This design comes from an exercise in tuning for small area and a short achievable clock period on the open sky130 flow, not from production work. In this exercise RTL edits were held to simulation tests only and were not proved equivalent to the original. Power and IR drop assume default switching activity.

==> module fifo_generator_1, before the edit <==
module fifo_generator_1 (
    input  logic        clk,
    input  logic        srst,
    input  logic [7:0]  din,
    input  logic        wr_en,
    input  logic        rd_en,
    output logic [15:0] dout,
    output logic        full,
    output logic        empty,
    output logic [9:0]  rd_data_count,
    output logic [8:0]  wr_data_count
);
    localparam int WORDS = 128;
    logic [15:0] mem_r [WORDS];
    logic [15:0] wlo_n_r;     
    logic [15:0] whe_n_r;     
    logic [7:0]  rlo_r [4];   
    logic [15:0] rhi_r;       
    logic [8:0]  cnt_r;       
    logic        empty_r;
    logic [15:0] dout_r;
    logic [8:0]  cnt_o_r;     
    logic        empty_o_r;   
    logic        full_s;
    logic        wr_acc_s;
    logic        rd_acc_s;
    assign full_s   = cnt_r[8];
    assign wr_acc_s = wr_en & ~full_s;
    assign rd_acc_s = rd_en & ~empty_r;
    for (genvar i = 0; i < WORDS; i++) begin : g_mem
        always_ff @(posedge clk) begin
            if (!(whe_n_r[i/8] | wlo_n_r[2*(i%8)]))
                mem_r[i][15:8] <= din;
            if (!(whe_n_r[i/8] | wlo_n_r[2*(i%8)+1]))
                mem_r[i][7:0] <= din;
        end
    end
    logic [15:0] rd_word_s;
    always_comb begin
        rd_word_s = '0;
        for (int j = 0; j < 16; j++) begin
            logic [15:0] grp;
            grp = '0;
            for (int i = 0; i < 8; i++)
                grp = grp | (mem_r[8*j+i] & {16{rlo_r[j/4][i]}});
            rd_word_s = rd_word_s | (grp & {16{rhi_r[j]}});
        end
    end
    logic       up_s, dn_s;
    logic [8:0] cnt_nxt_s;
    logic       empty_nxt_s;
    assign up_s = wr_acc_s & ~rd_acc_s & cnt_r[0];
    assign dn_s = rd_acc_s & ~(wr_acc_s & cnt_r[0]);
    always_comb begin
        cnt_nxt_s[0] = cnt_r[0] ^ wr_acc_s;
        if (up_s)      cnt_nxt_s[8:1] = cnt_r[8:1] + 8'd1;
        else if (dn_s) cnt_nxt_s[8:1] = cnt_r[8:1] - 8'd1;
        else           cnt_nxt_s[8:1] = cnt_r[8:1];
        empty_nxt_s = dn_s ? (cnt_r[8:1] == 8'd1) : (~up_s & empty_r);
    end
    logic       up_o_s, dn_o_s;
    logic [8:0] cnt_o_nxt_s;
    logic       empty_o_nxt_s;
    assign up_o_s = wr_acc_s & ~rd_acc_s & cnt_o_r[0];
    assign dn_o_s = rd_acc_s & ~(wr_acc_s & cnt_o_r[0]);
    always_comb begin
        cnt_o_nxt_s[0] = cnt_o_r[0] ^ wr_acc_s;
        if (up_o_s)      cnt_o_nxt_s[8:1] = cnt_o_r[8:1] + 8'd1;
        else if (dn_o_s) cnt_o_nxt_s[8:1] = cnt_o_r[8:1] - 8'd1;
        else             cnt_o_nxt_s[8:1] = cnt_o_r[8:1];
        empty_o_nxt_s = dn_o_s ? (cnt_o_r[8:1] == 8'd1) : (~up_o_s & empty_o_r);
    end
    logic [15:0] wlo_n_nxt_s;
    logic [15:0] whe_n_nxt_s;
    always_comb begin
        wlo_n_nxt_s = wlo_n_r;
        if (wr_acc_s) wlo_n_nxt_s = {wlo_n_r[14:0], wlo_n_r[15]};
        if ((up_s && cnt_r[8:1] == 8'd127) || (full_s && !rd_acc_s))
            whe_n_nxt_s = '1;
        else if (full_s)
            whe_n_nxt_s = ~rhi_r;
        else if (wr_acc_s && !wlo_n_r[15])
            whe_n_nxt_s = {whe_n_r[14:0], whe_n_r[15]};
        else
            whe_n_nxt_s = whe_n_r;
    end
    always_ff @(posedge clk or negedge srst) begin
        if (!srst) begin
            wlo_n_r   <= ~16'd1;
            whe_n_r   <= ~16'd1;
            for (int q = 0; q < 4; q++) rlo_r[q] <= 8'd1;
            rhi_r     <= 16'd1;
            cnt_r     <= 9'd0;
            empty_r   <= 1'b1;
            dout_r    <= 16'h0000;
            cnt_o_r   <= 9'd0;
            empty_o_r <= 1'b1;
        end else begin
            wlo_n_r <= wlo_n_nxt_s;
            whe_n_r <= whe_n_nxt_s;
            if (rd_acc_s) begin
                for (int q = 0; q < 4; q++) rlo_r[q] <= {rlo_r[q][6:0], rlo_r[q][7]};
                if (rlo_r[0][7]) rhi_r <= {rhi_r[14:0], rhi_r[15]};
                dout_r <= rd_word_s;
            end
            cnt_r     <= cnt_nxt_s;
            empty_r   <= empty_nxt_s;
            cnt_o_r   <= cnt_o_nxt_s;
            empty_o_r <= empty_o_nxt_s;
        end
    end
    assign dout          = dout_r;
    assign full          = cnt_o_r[8];
    assign empty         = empty_o_r;
    assign wr_data_count = cnt_o_r;
    assign rd_data_count = {2'b00, cnt_o_r[8:1]};
endmodule
==> flow/config.mk <==
export PLATFORM = sky130hd
export DESIGN_NAME = fifo_generator_1
export DESIGN_NICKNAME = fifo_generator_1
export VERILOG_FILES = /design/flow/design.v
export SDC_FILE = /design/flow/constraint.sdc
export NUM_CORES = 4
export LEC_CHECK = 0
export CAP_MARGIN = 20
export CORE_MARGIN = 2
export CORE_UTILIZATION = 55
export CTS_BUF_LIST = sky130_fd_sc_hd__clkbuf_8 sky130_fd_sc_hd__clkbuf_16
export CTS_CLUSTER_DIAMETER = 60
export CTS_CLUSTER_SIZE = 30
export SETUP_SLACK_MARGIN = 2.5
export SLEW_MARGIN = 20
==> flow/constraint.sdc <==
create_clock -name core_clock -period 5.0 [get_ports {clk}]
set_input_delay 1.0000 -clock core_clock [delete_from_list [all_inputs] [get_ports {clk}]]
set_output_delay 1.0000 -clock core_clock [all_outputs]
set_load 0.01 [all_outputs]
run.sh (not shown) runs the stock make flow with config.mk's settings and CLKGATE_MAP_FILE= SYNTH_SCRIPT=/design/flow/synth_recipe.tcl, a recipe that flattens the netlist after the stock synthesis.
Next try:
--- a/flow/design.v
+++ b/flow/design.v
@@ -12,11 +12,11 @@
 );
     localparam int WORDS = 128;
     logic [15:0] mem_r [WORDS];
     logic [15:0] wlo_n_r;     
     logic [15:0] whe_n_r;     
-    logic [7:0]  rlo_r [4];   
+    logic [7:0]  rlo_r;       
     logic [15:0] rhi_r;       
     logic [8:0]  cnt_r;       
     logic        empty_r;
     logic [15:0] dout_r;
     logic [8:0]  cnt_o_r;     
@@ -40,11 +40,11 @@
         rd_word_s = '0;
         for (int j = 0; j < 16; j++) begin
             logic [15:0] grp;
             grp = '0;
             for (int i = 0; i < 8; i++)
-                grp = grp | (mem_r[8*j+i] & {16{rlo_r[j/4][i]}});
+                grp = grp | (mem_r[8*j+i] & {16{rlo_r[i]}});
             rd_word_s = rd_word_s | (grp & {16{rhi_r[j]}});
         end
     end
     logic       up_s, dn_s;
     logic [8:0] cnt_nxt_s;
@@ -86,23 +86,23 @@
     end
     always_ff @(posedge clk or negedge srst) begin
         if (!srst) begin
             wlo_n_r   <= ~16'd1;
             whe_n_r   <= ~16'd1;
-            for (int q = 0; q < 4; q++) rlo_r[q] <= 8'd1;
+            rlo_r     <= 8'd1;
             rhi_r     <= 16'd1;
             cnt_r     <= 9'd0;
             empty_r   <= 1'b1;
             dout_r    <= 16'h0000;
             cnt_o_r   <= 9'd0;
             empty_o_r <= 1'b1;
         end else begin
             wlo_n_r <= wlo_n_nxt_s;
             whe_n_r <= whe_n_nxt_s;
             if (rd_acc_s) begin
-                for (int q = 0; q < 4; q++) rlo_r[q] <= {rlo_r[q][6:0], rlo_r[q][7]};
-                if (rlo_r[0][7]) rhi_r <= {rhi_r[14:0], rhi_r[15]};
+                rlo_r  <= {rlo_r[6:0], rlo_r[7]};
+                if (rlo_r[7]) rhi_r <= {rhi_r[14:0], rhi_r[15]};
                 dout_r <= rd_word_s;
             end
             cnt_r     <= cnt_nxt_s;
             empty_r   <= empty_nxt_s;
             cnt_o_r   <= cnt_o_nxt_s;
- routed wire length is lower by 3.1%
- die area is lower by 0.94%
- clock skew is lower by 13 ps
- setup slack is better by 7.6 ps
- non-clock buffer count is lower by 9
- core utilization is higher by 0.24 points
- cell area is lower by 0.81%
- total power is higher by 1.2%
- synthesized area is lower by 0.95%
- clock power is about the same
- critical path depth is higher by 2
- sequential share of layout area is lower by 0.19 points
- via count is lower by 1.7%

-- port drivers added, routing unchanged --
Ports are ideal in the flow. The routed layouts listed here were re-timed in OpenROAD.
Step 1 sets driving cells, clkbuf_16 on the clock port and buf_2 on the other inputs (assumed; they add their load-dependent delay and slew).
Step 2 adds t to the input delays and takes it off the output delays; t is the mean of the earliest and latest rising clock arrival at the registers after step 1. Input paths then give back, and output paths get back, about the clock's delay inside the block.
Three values: no drivers, after step 1, after step 2; two values: the first two.
run	shift t [ns]	setup slack, ns	worst setup path after step 2
the first run	0.891	2.431 / 2.431 / 1.764	input to register
the second run	0.880	2.439 / 2.394 / 1.887	input to register
After both steps setup and hold are still met in every run listed. For the first run, which loses most, drivers alone change the setup slack by 0.000 ns; drivers and shift together by -0.667 ns.
